Source: an optimization exercise on an open RTL-to-GDS flow (aim: small area, a short achievable clock period and few clock cycles per item). Production flows keep margins and buffers that such runs may drop. Function was checked by simulation only, so behaviour that the tests miss may differ from the original. Power and IR drop assume default switching activity. The flow treats the clock pin as an ideal source, which a real chip does not have.

run 1:
==> flow/design.v (excerpt) <==
module instr_mem_fetch #(
  parameter int                DATA_W = 16,
  parameter int                ADDR_W = 16,
  parameter int                DEPTH  = 128,
  parameter logic [DATA_W-1:0] NOP    = '0
) (
  input  logic              clk,
  input  logic              rst_n,
  input  logic              ld_start,
  input  logic              ld_valid,
  input  logic [DATA_W-1:0] ld_data,
  input  logic              ld_last,
  output logic              ld_ovf,
  output logic              running,
  input  logic              req_valid,
  input  logic [ADDR_W-1:0] req_addr,
  output logic              req_ready,
  output logic              rsp_valid,
  output logic [DATA_W-1:0] rsp_instr,
  output logic [ADDR_W-1:0] rsp_addr,
  output logic              rsp_err,
  input  logic              rsp_ready
);
Size in the first run: ~6,700 cells after synthesis, roughly 2,200 flip-flops, ~76 I/O pins.
==> flow/config.mk <==
export PLATFORM = sky130hd
export DESIGN_NAME = instr_mem_fetch
export DESIGN_NICKNAME = instr_mem_fetch
export VERILOG_FILES = /design/flow/design.v
export SDC_FILE = /design/flow/constraint.sdc
export NUM_CORES = 4
export LEC_CHECK = 0
export CAP_MARGIN = 20
export CORE_MARGIN = 2
export CORE_UTILIZATION = 68
export SETUP_SLACK_MARGIN = 1.3
export SLEW_MARGIN = 20
export SYNTH_HIERARCHICAL = 1
export SYNTH_MINIMUM_KEEP_SIZE = 0
==> flow/constraint.sdc <==
create_clock -name core_clock -period 3.3 [get_ports {clk}]
set_input_delay 0.6600 -clock core_clock [delete_from_list [all_inputs] [get_ports {clk}]]
set_output_delay 0.6600 -clock core_clock [all_outputs]
set_load 0.01 [all_outputs]
standard.sh (not shown) runs the stock make flow with config.mk's settings and CLKGATE_MAP_FILE= SYNTH_SCRIPT=/design/flow/synth_recipe.tcl, a recipe that flattens the netlist after the stock synthesis.
==> flow/flow/run.sh <==
#!/bin/bash
# Layout: the standard ORFS flow (standard.sh) with these make settings:
#  - ABC maps for a light load (ABC_LOAD_IN_FF=1), so the many small read
#    and write gates come out at drive strength 1; the resizer sizes up the
#    ones on critical paths,
#  - port buffers use buf_4 (the default pick is a delay cell),
#  - the resizer may swap cells across footprints (so it can size those),
#  - CTS without dummy loads and with larger sink clusters than the default (fewer buffers).
# All output goes to flow_make.log in this folder; ORFS keeps its per-step
# logs under orfs/logs.
set -euo pipefail
bash standard.sh \
  "ABC_LOAD_IN_FF=1" \
  "MATCH_CELL_FOOTPRINT=0" \
  "BUFFER_PORTS_ARGS=-buffer_cell sky130_fd_sc_hd__buf_4" \
  "CTS_ARGS=-sink_clustering_enable -repair_clock_nets -dont_use_dummy_load -sink_clustering_size 24 -sink_clustering_max_diameter 80" \
  finish > flow_make.log 2>&1
Testbench counts of run 1, summed over its fixed seeds: cycles 29,206, items 24,000.
Here is what was changed in the inputs of run 2 compared with run 1.
--- a/flow/config.mk
+++ b/flow/config.mk
@@ -9,4 +9,4 @@
 export CORE_MARGIN = 2
-export CORE_UTILIZATION = 68
-export SETUP_SLACK_MARGIN = 1.3
+export CORE_UTILIZATION = 65
+export SETUP_SLACK_MARGIN = 1.5
 export SLEW_MARGIN = 20
Notes after the runs:
- Compared run 2 vs run 1, and worst hold slack is down in run 2.
- From run 1 to run 2 the numbers moved as follows: sequential share of layout area went down; worst supply voltage drop on vdd increased about 3.6%.
- Run 2 vs. run 1: worst setup slack rose 0.16 ns; final non-filler cell area rose 3.1%; total leakage power rose 2.5%; global-route usage fell 0.39 points.
- Changes observed in run 2 relative to run 1: portion of total power attributed to the clock network shows no meaningful change, via count of the first global-routing pass higher, internal power went up by 0.49%.
- Total power: run 2 worse than run 1
The following lists how run 3 was set up differently from run 2:
--- a/flow/config.mk
+++ b/flow/config.mk
@@ -9,4 +9,4 @@
 export CORE_MARGIN = 2
-export CORE_UTILIZATION = 65
-export SETUP_SLACK_MARGIN = 1.5
+export CORE_UTILIZATION = 60
+export SETUP_SLACK_MARGIN = 1.3
 export SLEW_MARGIN = 20
==> summary.txt <==
Diff run 3..run 2 | quantity of hold-fixing buffers added after cts | unchanged
Run 3 reports its endpoint of the most critical setup path as req_ready while run 2 reports rsp_instr[13].
From run 2 to run 3 the numbers moved as follows: sequential cell count of the final layout held, placed wire-length estimate after detailed placement saw an increase, die area now sits higher.
Relative to run 3, the following input files were edited for run 4:
--- a/flow/config.mk
+++ b/flow/config.mk
@@ -9,4 +9,4 @@
 export CORE_MARGIN = 2
-export CORE_UTILIZATION = 60
-export SETUP_SLACK_MARGIN = 1.3
+export CORE_UTILIZATION = 65
+export SETUP_SLACK_MARGIN = 1.5
 export SLEW_MARGIN = 20
@@ -14 +14,2 @@
 export SYNTH_MINIMUM_KEEP_SIZE = 0
+export TNS_END_PERCENT = 20
### Flow results
As far as cell depth of the worst min-delay path goes, run 4 and run 3 are indistinguishable; the numbers are identical.
From run 3 to run 4 the numbers moved as follows: fmax higher; met2 layer usage reported by global route higher; post-CTS clock slew at the launch and capture registers of the worst setup and hold paths roughly the same.
The time the worst path needs with I/O delays and setup in run 4 was lower than what run 3 gave.
Looking at critical path class, the in -> reg result is from run 4; the reg -> out one comes from run 3.
Run 3 → run 4: number of DRC markers after the initial detailed-route iteration grew by 14%, cell area held steady.
#### Input delta (run 5 over run 4)
--- a/flow/config.mk
+++ b/flow/config.mk
@@ -10,3 +10,3 @@
 export CORE_UTILIZATION = 65
-export SETUP_SLACK_MARGIN = 1.5
+export SETUP_SLACK_MARGIN = 1.2
 export SLEW_MARGIN = 20
@@ -14,2 +14 @@
 export SYNTH_MINIMUM_KEEP_SIZE = 0
-export TNS_END_PERCENT = 20
[summary]
- Run 5 vs run 4 on overall routed net length: run 5 is the higher one.
- Status: portion of total power attributed to the clock network parity (run 5, run 4)
- Combinational power, run 5 vs run 4: down by a few percent
- The timing-limited maximum frequency in run 5 sits 32 MHz below the value recorded for run 4.
- Diff run 4..run 5 | final-report hold violation count | unchanged
- Met3 capacity usage during global routing: run 5 and run 4 compared, lower one is run 4
- Run 4 → run 5: global-route wire length before repair flat; multi-input combinational cell area down 0.30%; hold-critical path depth flat; design area down 0.86%; final cell count without fillers down 40.

* * *

Another version of the RTL of instr_mem_fetch (not shown whole).
Size: ~6500 cells after synthesis, about 2300 flip-flops.
## instr_mem_fetch
module instr_mem_fetch #(
  parameter int                DATA_W = 16,
  parameter int                ADDR_W = 16,
  parameter int                DEPTH  = 128,
  parameter logic [DATA_W-1:0] NOP    = '0
) (
  input  logic              clk,
  input  logic              rst_n,
  input  logic              ld_start,
  input  logic              ld_valid,
  input  logic [DATA_W-1:0] ld_data,
  input  logic              ld_last,
  output logic              ld_ovf,
  output logic              running,
  input  logic              req_valid,
  input  logic [ADDR_W-1:0] req_addr,
  output logic              req_ready,
  output logic              rsp_valid,
  output logic [DATA_W-1:0] rsp_instr,
  output logic [ADDR_W-1:0] rsp_addr,
  output logic              rsp_err,
  input  logic              rsp_ready
);
==> flow/config.mk <==
export PLATFORM = sky130hd
export DESIGN_NAME = instr_mem_fetch
export DESIGN_NICKNAME = instr_mem_fetch
export VERILOG_FILES = /design/flow/design.v
export SDC_FILE = /design/flow/constraint.sdc
export NUM_CORES = 4
export LEC_CHECK = 0
export CAP_MARGIN = 20
export CORE_MARGIN = 2
export CORE_UTILIZATION = 80
export SETUP_SLACK_MARGIN = 1.3
export SLEW_MARGIN = 20
export SYNTH_HIERARCHICAL = 1
export SYNTH_MINIMUM_KEEP_SIZE = 0
==> flow/constraint.sdc <==
create_clock -name core_clock -period 3.3 [get_ports {clk}]
set_input_delay 0.6600 -clock core_clock [delete_from_list [all_inputs] [get_ports {clk}]]
set_output_delay 0.6600 -clock core_clock [all_outputs]
set_load 0.01 [all_outputs]
==> flow/flow/run.sh <==
#!/bin/bash
# Layout: the standard ORFS flow (standard.sh) with these make settings:
#  - ABC maps for a light load (ABC_LOAD_IN_FF=1), so the many small read
#    and write gates come out at drive strength 1; the resizer sizes up the
#    ones on critical paths,
#  - port buffers use buf_4 (the default pick is a delay cell),
#  - the resizer may swap cells across footprints (so it can size those),
#  - CTS without dummy loads and with larger sink clusters (fewer buffers).
# All output goes to flow_make.log in this folder; ORFS keeps its per-step
# logs under orfs/logs.
set -euo pipefail
bash standard.sh \
  "ABC_LOAD_IN_FF=1" \
  "MATCH_CELL_FOOTPRINT=0" \
  "BUFFER_PORTS_ARGS=-buffer_cell sky130_fd_sc_hd__buf_4" \
  "CTS_ARGS=-sink_clustering_enable -repair_clock_nets -dont_use_dummy_load -sink_clustering_size 30 -sink_clustering_max_diameter 100" \
  finish > flow_make.log 2>&1
Testbench counts at the start, summed over its fixed seeds: cycles 29,206, items 24,000.
Rerun with:
CORE_UTILIZATION = 65   (was 80)
After rerunning:
- setup slack improved by 260 ps
- total power is about the same
- final cell count climbs by a few percent
- sequential cell count does not change
- final area climbs slightly
- die area grows by about a fifth

* * *

## yarrow
instr_mem_fetch with an RTL version that a note above also has.
For scale: roughly 6700 cells after synthesis, roughly 2200 flip-flops, about 76 I/O pins.
// instr_mem_fetch
module instr_mem_fetch #(
  parameter int                DATA_W = 16,
  parameter int                ADDR_W = 16,
  parameter int                DEPTH  = 128,
  parameter logic [DATA_W-1:0] NOP    = '0
) (
  input  logic              clk,
  input  logic              rst_n,
  input  logic              ld_start,
  input  logic              ld_valid,
  input  logic [DATA_W-1:0] ld_data,
  input  logic              ld_last,
  output logic              ld_ovf,
  output logic              running,
  input  logic              req_valid,
  input  logic [ADDR_W-1:0] req_addr,
  output logic              req_ready,
  output logic              rsp_valid,
  output logic [DATA_W-1:0] rsp_instr,
  output logic [ADDR_W-1:0] rsp_addr,
  output logic              rsp_err,
  input  logic              rsp_ready
);
export LEC_CHECK = 0
export CAP_MARGIN = 20
export CORE_ASPECT_RATIO = 0.6
export CORE_MARGIN = 2
export CORE_UTILIZATION = 65
export SETUP_SLACK_MARGIN = 1.3
export SLEW_MARGIN = 20
export SYNTH_HIERARCHICAL = 1
export SYNTH_MINIMUM_KEEP_SIZE = 0
create_clock -name core_clock -period 3.3 [get_ports {clk}]
==> flow/flow/run.sh <==
#!/bin/bash
# Layout: the standard ORFS flow (standard.sh) with these make settings:
#  - ABC maps for a light load (ABC_LOAD_IN_FF=1), so the many small read
#    and write gates come out at drive strength 1; the resizer sizes up the
#    ones on critical paths,
#  - port buffers use buf_4 (the default pick is a delay cell),
#  - the resizer may swap cells across footprints (so it can size those),
#  - CTS without dummy loads and with larger sink clusters than the default (fewer buffers).
# All output goes to flow_make.log in this folder; ORFS keeps its per-step
# logs under orfs/logs.
set -euo pipefail
bash standard.sh \
  "ABC_LOAD_IN_FF=1" \
  "MATCH_CELL_FOOTPRINT=0" \
  "BUFFER_PORTS_ARGS=-buffer_cell sky130_fd_sc_hd__buf_4" \
  "CTS_ARGS=-sink_clustering_enable -repair_clock_nets -dont_use_dummy_load -sink_clustering_size 24 -sink_clustering_max_diameter 80" \
  finish > flow_make.log 2>&1
The flow did not stop early for yarrow: all stages ran, and the layout cleared the timing, DRC and antenna checks.
Testbench counts of yarrow, summed over its fixed seeds: cycles 29,206, items 24,000.
diff inputs: yarrow => xenon
- SETUP_SLACK_MARGIN now 1.6, was 1.3
- CORE_ASPECT_RATIO no longer set, was 0.6
--- outcome ---
- [xenon vs yarrow] total track usage: higher in xenon
- Cell area | xenon vs yarrow | xenon larger
- Changes observed in xenon relative to yarrow: cell count now larger; fill cell instance count of the final layout now smaller; proportion of final cell area spent on non-clock buffers now larger; final hold slack now larger; via count of the first global-routing pass now larger.
- Sort xenon and yarrow by final estimated routing congestion in global placement desc -> top: yarrow
- xenon: share of cell area taken by multi-input logic gates is 0.24 points lower than what yarrow reported.
- xenon vs yarrow on wire length of the first global-routing pass: xenon is the higher one.
Inputs modified between xenon and tundra:
- SETUP_SLACK_MARGIN: 1.6 -> 1.4
--- outcome ---
Per the final summary, tundra finished and its layout is clean on timing, DRC and antenna. xenon → tundra: CTS clock-pin slew for the worst setup and hold paths was more or less identical, combinational share of power went down by 1.1 points, post-route total power -610 uW. Any difference in worst path setup slack after routing between xenon and tundra is small enough to ignore.
Input-level comparison between sierra and tundra:
- a change of SETUP_SLACK_MARGIN from 1.4 to 1.6
- an added TNS_END_PERCENT of 20
[summary]
Area growth from synthesis to final layout delta for sierra relative to tundra: 2.5 points higher. Going from tundra to sierra, hold slack increased by 5.6 ps relative to the old numbers; clock latency on the worst-skew pair saw a decrease; number of non-clock buffers rose about 30%; number of post-CTS setup repair buffers moved up; area of placed instances was more or less identical. The initial antenna violation count of sierra is higher than that of tundra. Compared with tundra, in sierra switching power now larger; fmax now smaller; cell count went up.

* * *

== run A ==
Another version of the RTL of instr_mem_fetch (not shown whole).
Size in the first run: roughly 76 I/O pins, roughly 84000 sq um of cells after synthesis.
==> flow/config.mk <==
export PLATFORM = sky130hd
export DESIGN_NAME = instr_mem_fetch
export DESIGN_NICKNAME = instr_mem_fetch
export VERILOG_FILES = /design/flow/design.v
export SDC_FILE = /design/flow/constraint.sdc
export NUM_CORES = 4
export LEC_CHECK = 0
export CAP_MARGIN = 20
export CORE_MARGIN = 2
export CORE_UTILIZATION = 65
export SETUP_SLACK_MARGIN = 1.2
export SLEW_MARGIN = 20
export SYNTH_HIERARCHICAL = 1
export SYNTH_MINIMUM_KEEP_SIZE = 0
==> flow/constraint.sdc <==
create_clock -name core_clock -period 3.3 [get_ports {clk}]
set_input_delay 0.6600 -clock core_clock [delete_from_list [all_inputs] [get_ports {clk}]]
set_output_delay 0.6600 -clock core_clock [all_outputs]
set_load 0.01 [all_outputs]
==> flow/flow/run.sh <==
#!/bin/bash
# Layout: the standard ORFS flow (standard.sh) with three make settings:
#  - port buffers use buf_4 (the default pick is a delay cell),
#  - the resizer may swap cells across footprints (so it can size those),
#  - CTS without dummy loads and with larger sink clusters (fewer buffers).
# All output goes to flow_make.log in this folder; ORFS keeps its per-step
# logs under orfs/logs.
set -euo pipefail
bash standard.sh \
  "MATCH_CELL_FOOTPRINT=0" \
  "BUFFER_PORTS_ARGS=-buffer_cell sky130_fd_sc_hd__buf_4" \
  "CTS_ARGS=-sink_clustering_enable -repair_clock_nets -dont_use_dummy_load -sink_clustering_size 30 -sink_clustering_max_diameter 100" \
  finish > flow_make.log 2>&1
Run A: PASS, flow complete, no timing, DRC or antenna violations
Testbench counts of run A, summed over its fixed seeds: cycles 29,206, items 24,000.
Changes in run B relative to run A:
==> flow/flow/run.sh <==
#!/bin/bash
# Layout: the standard ORFS flow (standard.sh) with three make settings:
#  - port buffers use buf_4 (the default pick is a delay cell),
#  - the resizer may swap cells across footprints (so it can size those),
#  - CTS without dummy loads.
# All output goes to flow_make.log in this folder; ORFS keeps its per-step
# logs under orfs/logs.
set -euo pipefail
bash standard.sh \
  "MATCH_CELL_FOOTPRINT=0" \
  "BUFFER_PORTS_ARGS=-buffer_cell sky130_fd_sc_hd__buf_4" \
  "CTS_ARGS=-sink_clustering_enable -repair_clock_nets -dont_use_dummy_load" \
  finish > flow_make.log 2>&1
==> comparison <==
Run B vs run A: power up by more than 10%. Between run A and run B, the clock-buffer cell count is lower for run A. Area growth from synthesis to layout: run B vs run A up 3.7 points. Any difference in global-route usage between run A and run B is small enough to ignore. Changes observed in run B relative to run A: count of instances resized after the clock tree is built fell by 10; number of antenna diodes fell by 2; final non-filler cell area rose by 3100 sq um. Setup WNS run A -> run B: worse. The critical path's slowest cell comes out sky130_fd_sc_hd__nor2_1 in one run and sky130_fd_sc_hd__nor2_4 in the other, namely in run B and run A respectively. Fraction of final layout cells sized beyond drive strength 1 sits higher in run B than in run A. Max met1 wire length across run A and run B: run A.

* * *

Setup of rev 12:
The RTL this note starts from:
==> flow/design.v <==
module imf_aoi22 (
  input  logic s0, d0, s1, d1,
  output logic yn
);
  assign yn = ~((s0 & d0) | (s1 & d1));
endmodule
module imf_a21o (
  input  logic a, b, c,
  output logic y
);
  assign y = (a & b) | c;
endmodule
module imf_nand #(
  parameter int N = 4
) (
  input  logic [N-1:0] a,
  output logic         y
);
  assign y = ~(&a);
endmodule
module imf_nor #(
  parameter int N = 2
) (
  input  logic [N-1:0] a,
  output logic         y
);
  assign y = ~(|a);
endmodule
module imf_ao32 (
  input  logic [31:0] sel,
  input  logic [31:0] d,
  output logic        y
);
  logic [15:0] l1;    
  logic [3:0]  l2;    
  logic [1:0]  l3;    
  for (genvar g = 0; g < 16; g++) begin : g_l1
    imf_aoi22 u (.s0(sel[2*g]), .d0(d[2*g]), .s1(sel[2*g+1]), .d1(d[2*g+1]), .yn(l1[g]));
  end
  for (genvar g = 0; g < 4; g++) begin : g_l2
    imf_nand #(.N(4)) u (.a(l1[4*g +: 4]), .y(l2[g]));
  end
  for (genvar g = 0; g < 2; g++) begin : g_l3
    imf_nor #(.N(2)) u (.a(l2[2*g +: 2]), .y(l3[g]));
  end
  imf_nand #(.N(2)) u_l4 (.a(l3), .y(y));
endmodule
module imf_hold #(
  parameter int W = 1
) (
  input  logic         en,
  input  logic [W-1:0] d,
  input  logic [W-1:0] q,
  output logic [W-1:0] y
);
  assign y = en ? d : q;
endmodule
module imf_wmux #(
  parameter int W = 16
) (
  input  logic         we,
  input  logic         hold,
  input  logic [W-1:0] d,
  input  logic [W-1:0] q,
  output logic [W-1:0] y
);
  assign y = ({W{we}} & d) | ({W{hold}} & q);
endmodule
module imf_sel2 #(
  parameter int NA = 4,
  parameter int NB = 8
) (
  input  logic [NA-1:0]    pa,
  input  logic [NB-1:0]    pb,
  output logic [NA*NB-1:0] sel
);
  always_comb begin
    for (int i = 0; i < NA * NB; i++) sel[i] = pa[i % NA] & pb[i / NA];
  end
endmodule
module instr_mem_fetch #(
  parameter int                DATA_W = 16,
  parameter int                ADDR_W = 16,
  parameter int                DEPTH  = 128,
  parameter logic [DATA_W-1:0] NOP    = '0
) (
  input  logic              clk,
  input  logic              rst_n,
  input  logic              ld_start,
  input  logic              ld_valid,
  input  logic [DATA_W-1:0] ld_data,
  input  logic              ld_last,
  output logic              ld_ovf,
  output logic              running,
  input  logic              req_valid,
  input  logic [ADDR_W-1:0] req_addr,
  output logic              req_ready,
  output logic              rsp_valid,
  output logic [DATA_W-1:0] rsp_instr,
  output logic [ADDR_W-1:0] rsp_addr,
  output logic              rsp_err,
  input  logic              rsp_ready
);
  localparam int IDX_W = 7;
  localparam int NL = 4;             
  localparam int NG = DEPTH / NL;    
  logic [DATA_W-1:0] mem [0:DEPTH-1];
  logic running_n;
  assign running_n = rst_n & ~ld_start & (running | (ld_valid & ld_last));
  always_ff @(posedge clk) running <= running_n;
  logic [NL-1:0]     wa;
  logic [NG-1:0]     wg;
  logic              wfull;
  logic              wr_q;
  logic [DATA_W-1:0] wd_q;
  logic              ld_accept;
  logic              mem_we;
  logic              last_slot;
  logic [NL-1:0]     wae;
  logic [NL-1:0]     wae_q;
  logic [DEPTH-1:0]  wsel;
  assign ld_accept = ~running & ld_valid & ~ld_start;
  assign mem_we    = rst_n & ld_accept & ~wfull;
  assign last_slot = wg[NG-1] & (wr_q ? wa[NL-2] : wa[NL-1]);
  always_ff @(posedge clk) begin
    wr_q <= mem_we;
    if (mem_we) wd_q <= ld_data;
  end
  always_ff @(posedge clk)
    wae_q <= {NL{mem_we}} & (wr_q ? {wa[NL-2:0], wa[NL-1]} : wa);
  assign wae = wae_q;
  imf_sel2 #(.NA(NL), .NB(NG)) u_wsel (.pa(wae), .pb(wg), .sel(wsel));
  for (genvar i = 0; i < DEPTH; i++) begin : g_word
    logic [DATA_W-1:0] word_d;
    logic hold;
    assign hold = ~wsel[i];
    for (genvar b = 0; b < DATA_W; b++) begin : g_bit
      imf_wmux #(.W(1)) u_wmux (.we(wsel[i]), .hold(hold), .d(wd_q[b]), .q(mem[i][b]), .y(word_d[b]));
    end
    always_ff @(posedge clk) mem[i] <= word_d;
  end
  always_ff @(posedge clk) begin
    if (!rst_n || ld_start) begin
      wa <= NL'(1);
      wg <= NG'(1);
    end else if (wr_q) begin
      wa <= {wa[NL-2:0], wa[NL-1]};
      if (wa[NL-1]) wg <= {wg[NG-2:0], wg[NG-1]};
    end
  end
  always_ff @(posedge clk) begin
    if (!rst_n || ld_start) begin
      wfull  <= 1'b0;
      ld_ovf <= 1'b0;
    end else if (ld_accept) begin
      if (wfull)          ld_ovf <= 1'b1;
      else if (last_slot) wfull  <= 1'b1;
    end
  end
  localparam int AW = 1 + ADDR_W;              
  logic                s1_v;
  logic [ADDR_W-1:0]   s1_addr;
  logic                s1_err;
  logic [NL-1:0]       s1_lo;                  
  logic [DATA_W-1:0]   s1_word [0:NL-1];       
  logic req_fire;
  logic req_in_range;
  logic [3:0]        pb;
  logic [7:0]        pc;
  logic [NL-1:0]     plo;
  logic [NG-1:0]     grp;
  logic [DATA_W-1:0] grp_word [0:NL-1];
  logic rdy_q;
  logic run2_q;
  logic out_en;
  logic s1_en;
  logic s1_v_n;
  logic rsp_valid_n;
  assign out_en       = ~rsp_valid | rsp_ready;
  assign s1_en        = ~s1_v | out_en;
  assign req_fire     = req_valid & (rdy_q | (run2_q & rsp_ready));
  assign req_in_range = (req_addr[ADDR_W-1:IDX_W] == '0);
  imf_a21o u_req_ready (.a(run2_q), .b(rsp_ready), .c(rdy_q), .y(req_ready));
  always_comb begin
    for (int i = 0; i < NL; i++) plo[i] = (req_addr[1:0] == 2'(i));
    for (int i = 0; i < 4; i++)  pb[i]  = (req_addr[3:2] == 2'(i));
    for (int i = 0; i < 8; i++)  pc[i]  = (req_addr[6:4] == 3'(i));
  end
  imf_sel2 #(.NA(4), .NB(8)) u_grp (.pa(pb), .pb(pc), .sel(grp));
  for (genvar k = 0; k < NL; k++) begin : g_lane
    for (genvar b = 0; b < DATA_W; b++) begin : g_bit
      logic [NG-1:0] col;
      for (genvar j = 0; j < NG; j++) begin : g_w
        assign col[j] = mem[NL*j+k][b];
      end
      imf_ao32 u_ao (.sel(grp), .d(col), .y(grp_word[k][b]));
    end
  end
  assign s1_v_n      = rst_n & ~ld_start & (s1_en ? req_fire : s1_v);
  assign rsp_valid_n = rst_n & ~ld_start & (out_en ? s1_v : rsp_valid);
  always_ff @(posedge clk) begin
    s1_v      <= s1_v_n;
    rsp_valid <= rsp_valid_n;
    run2_q    <= running_n & running;
    rdy_q     <= running_n & running & ~(s1_v_n & rsp_valid_n);
  end
  always_ff @(posedge clk) begin
    if (req_fire) begin
      s1_addr <= req_addr;
      s1_err  <= ~req_in_range;
      s1_lo   <= plo;
      for (int k = 0; k < NL; k++) s1_word[k] <= grp_word[k];
    end
  end
  logic          sel_q;       
  logic [NL-1:0] sel_lane;    
  assign sel_q    = ~out_en;
  assign sel_lane = s1_lo & {NL{out_en & ~s1_err}};
  logic [DATA_W-1:0] out_instr_d;
  logic [AW-1:0]     out_ae_d;
  for (genvar b = 0; b < DATA_W; b++) begin : g_out
    logic [2:0] t;
    imf_aoi22 u_t0 (.s0(sel_lane[0]), .d0(s1_word[0][b]), .s1(sel_lane[1]), .d1(s1_word[1][b]), .yn(t[0]));
    imf_aoi22 u_t1 (.s0(sel_lane[2]), .d0(s1_word[2][b]), .s1(sel_lane[3]), .d1(s1_word[3][b]), .yn(t[1]));
    imf_nand #(.N(2)) u_t2 (.a({sel_q, rsp_instr[b]}), .y(t[2]));
    imf_nand #(.N(3)) u_t (.a(t), .y(out_instr_d[b]));
  end
  imf_hold #(.W(AW)) u_hold_ae (.en(out_en), .d({s1_err, s1_addr}), .q({rsp_err, rsp_addr}), .y(out_ae_d));
  always_ff @(posedge clk) begin
    rsp_instr           <= out_instr_d;
    {rsp_err, rsp_addr} <= out_ae_d;
  end
endmodule
Settings: LEC_CHECK=0, CAP_MARGIN=20, CORE_MARGIN=2, CORE_UTILIZATION=75, SETUP_SLACK_MARGIN=1.3, SLEW_MARGIN=20, SYNTH_HIERARCHICAL=1, SYNTH_MINIMUM_KEEP_SIZE=0; clock period 3.3 ns.
==> flow/flow/run.sh <==
#!/bin/bash
# Layout: the standard ORFS flow (standard.sh) with these make settings:
#  - ABC maps for a light load (ABC_LOAD_IN_FF=1), so the many small read
#    and write gates come out at drive strength 1; the resizer sizes up the
#    ones on critical paths,
#  - port buffers use buf_4 (the default pick is a delay cell),
#  - the resizer may swap cells across footprints (so it can size those),
#  - CTS without dummy loads and with larger sink clusters (fewer buffers).
# All output goes to flow_make.log in this folder; ORFS keeps its per-step
# logs under orfs/logs.
set -euo pipefail
bash standard.sh \
  "ABC_LOAD_IN_FF=1" \
  "MATCH_CELL_FOOTPRINT=0" \
  "BUFFER_PORTS_ARGS=-buffer_cell sky130_fd_sc_hd__buf_4" \
  "CTS_ARGS=-sink_clustering_enable -repair_clock_nets -dont_use_dummy_load -sink_clustering_size 30 -sink_clustering_max_diameter 100" \
  finish > flow_make.log 2>&1
Rev 12 went all the way through synthesis, placement and routing and the layout is clean on timing, DRC and antenna.
Testbench counts of rev 12, summed over its fixed seeds: cycles 29,206, items 24,000.
Changes in rev 13 relative to rev 12:
Settings: CORE_UTILIZATION now 65, was 75.
### Flow results
For share of total power in combinational logic, rev 13 and rev 12 come out practically identical. Rev 12 → rev 13: standard-cell row count up 7.7%, number of nets in the finished design moved up, share of cell area taken by flip-flops and latches went down. On global-route wire length before repair, rev 12 and rev 13 are neck and neck. Rev 13 vs rev 12 on met1 track demand over resource: rev 13 is the lower one.

## afterwards: timing with drivers on the ports
Ports are ideal in the flow. The routed layouts listed here were re-timed in OpenROAD.
Step 1, drivers: a clkbuf_16 drives clk and a buf_2 each remaining input, both assumed.
Step 2 also shifts input and output timing later by t, the mid clock arrival at the registers, as if the neighbouring blocks saw the same clock.
a / b / c = no drivers / after step 1 / after step 2; a / b = the first two.
| run | shift t [ns] | slack for setup (ns) | clock arrival spread, ns | pins driven straight from the clock port |
|---|---|---|---|---|
| run 1 | 0.804 | 1.177 / 1.227 / 0.430 | 0.039 / 0.039 | 1 |
| run 2 | 0.814 | 1.335 / 1.255 / 0.579 | 0.055 / 0.055 | 1 |
| run 3 | 0.828 | 1.089 / 1.006 / 0.344 | 0.044 / 0.044 | 1 |
| run 4 | 0.804 | 1.296 / 1.224 / 0.536 | 0.041 / 0.041 | 1 |
| run 5 | 0.811 | 1.160 / 1.132 / 0.416 | 0.051 / 0.052 | 1 |
| the first run of note 2 | 0.799 | 0.915 / 0.960 / 0.161 | 0.052 / 0.052 | 1 |
| the second run of note 2 | 0.792 | 1.180 / 1.210 / 0.418 | 0.058 / 0.058 | 1 |
| yarrow | 0.833 | 1.167 / 1.214 / 0.393 | 0.035 / 0.035 | 1 |
| xenon | 0.809 | 1.320 / 1.244 / 0.600 | 0.053 / 0.053 | 1 |
| tundra | 0.812 | 1.321 / 1.244 / 0.571 | 0.058 / 0.058 | 1 |
| sierra | 0.806 | 1.304 / 1.266 / 0.535 | 0.039 / 0.039 | 1 |
| run A | 0.788 | 1.130 / 1.172 / 0.384 | 0.067 / 0.067 | 1 |
| run B | 0.879 | 1.120 / 1.169 / 0.298 | 0.037 / 0.037 | 1 |
| rev 12 | 0.801 | 1.070 / 1.102 / 0.301 | 0.052 / 0.052 | 1 |
| rev 13 | 0.796 | 1.187 / 1.219 / 0.423 | 0.064 / 0.064 | 1 |
After both steps every run listed still meets setup and hold. For run B, which loses most, drivers alone change the setup slack by +0.049 ns; drivers and shift together by -0.822 ns.
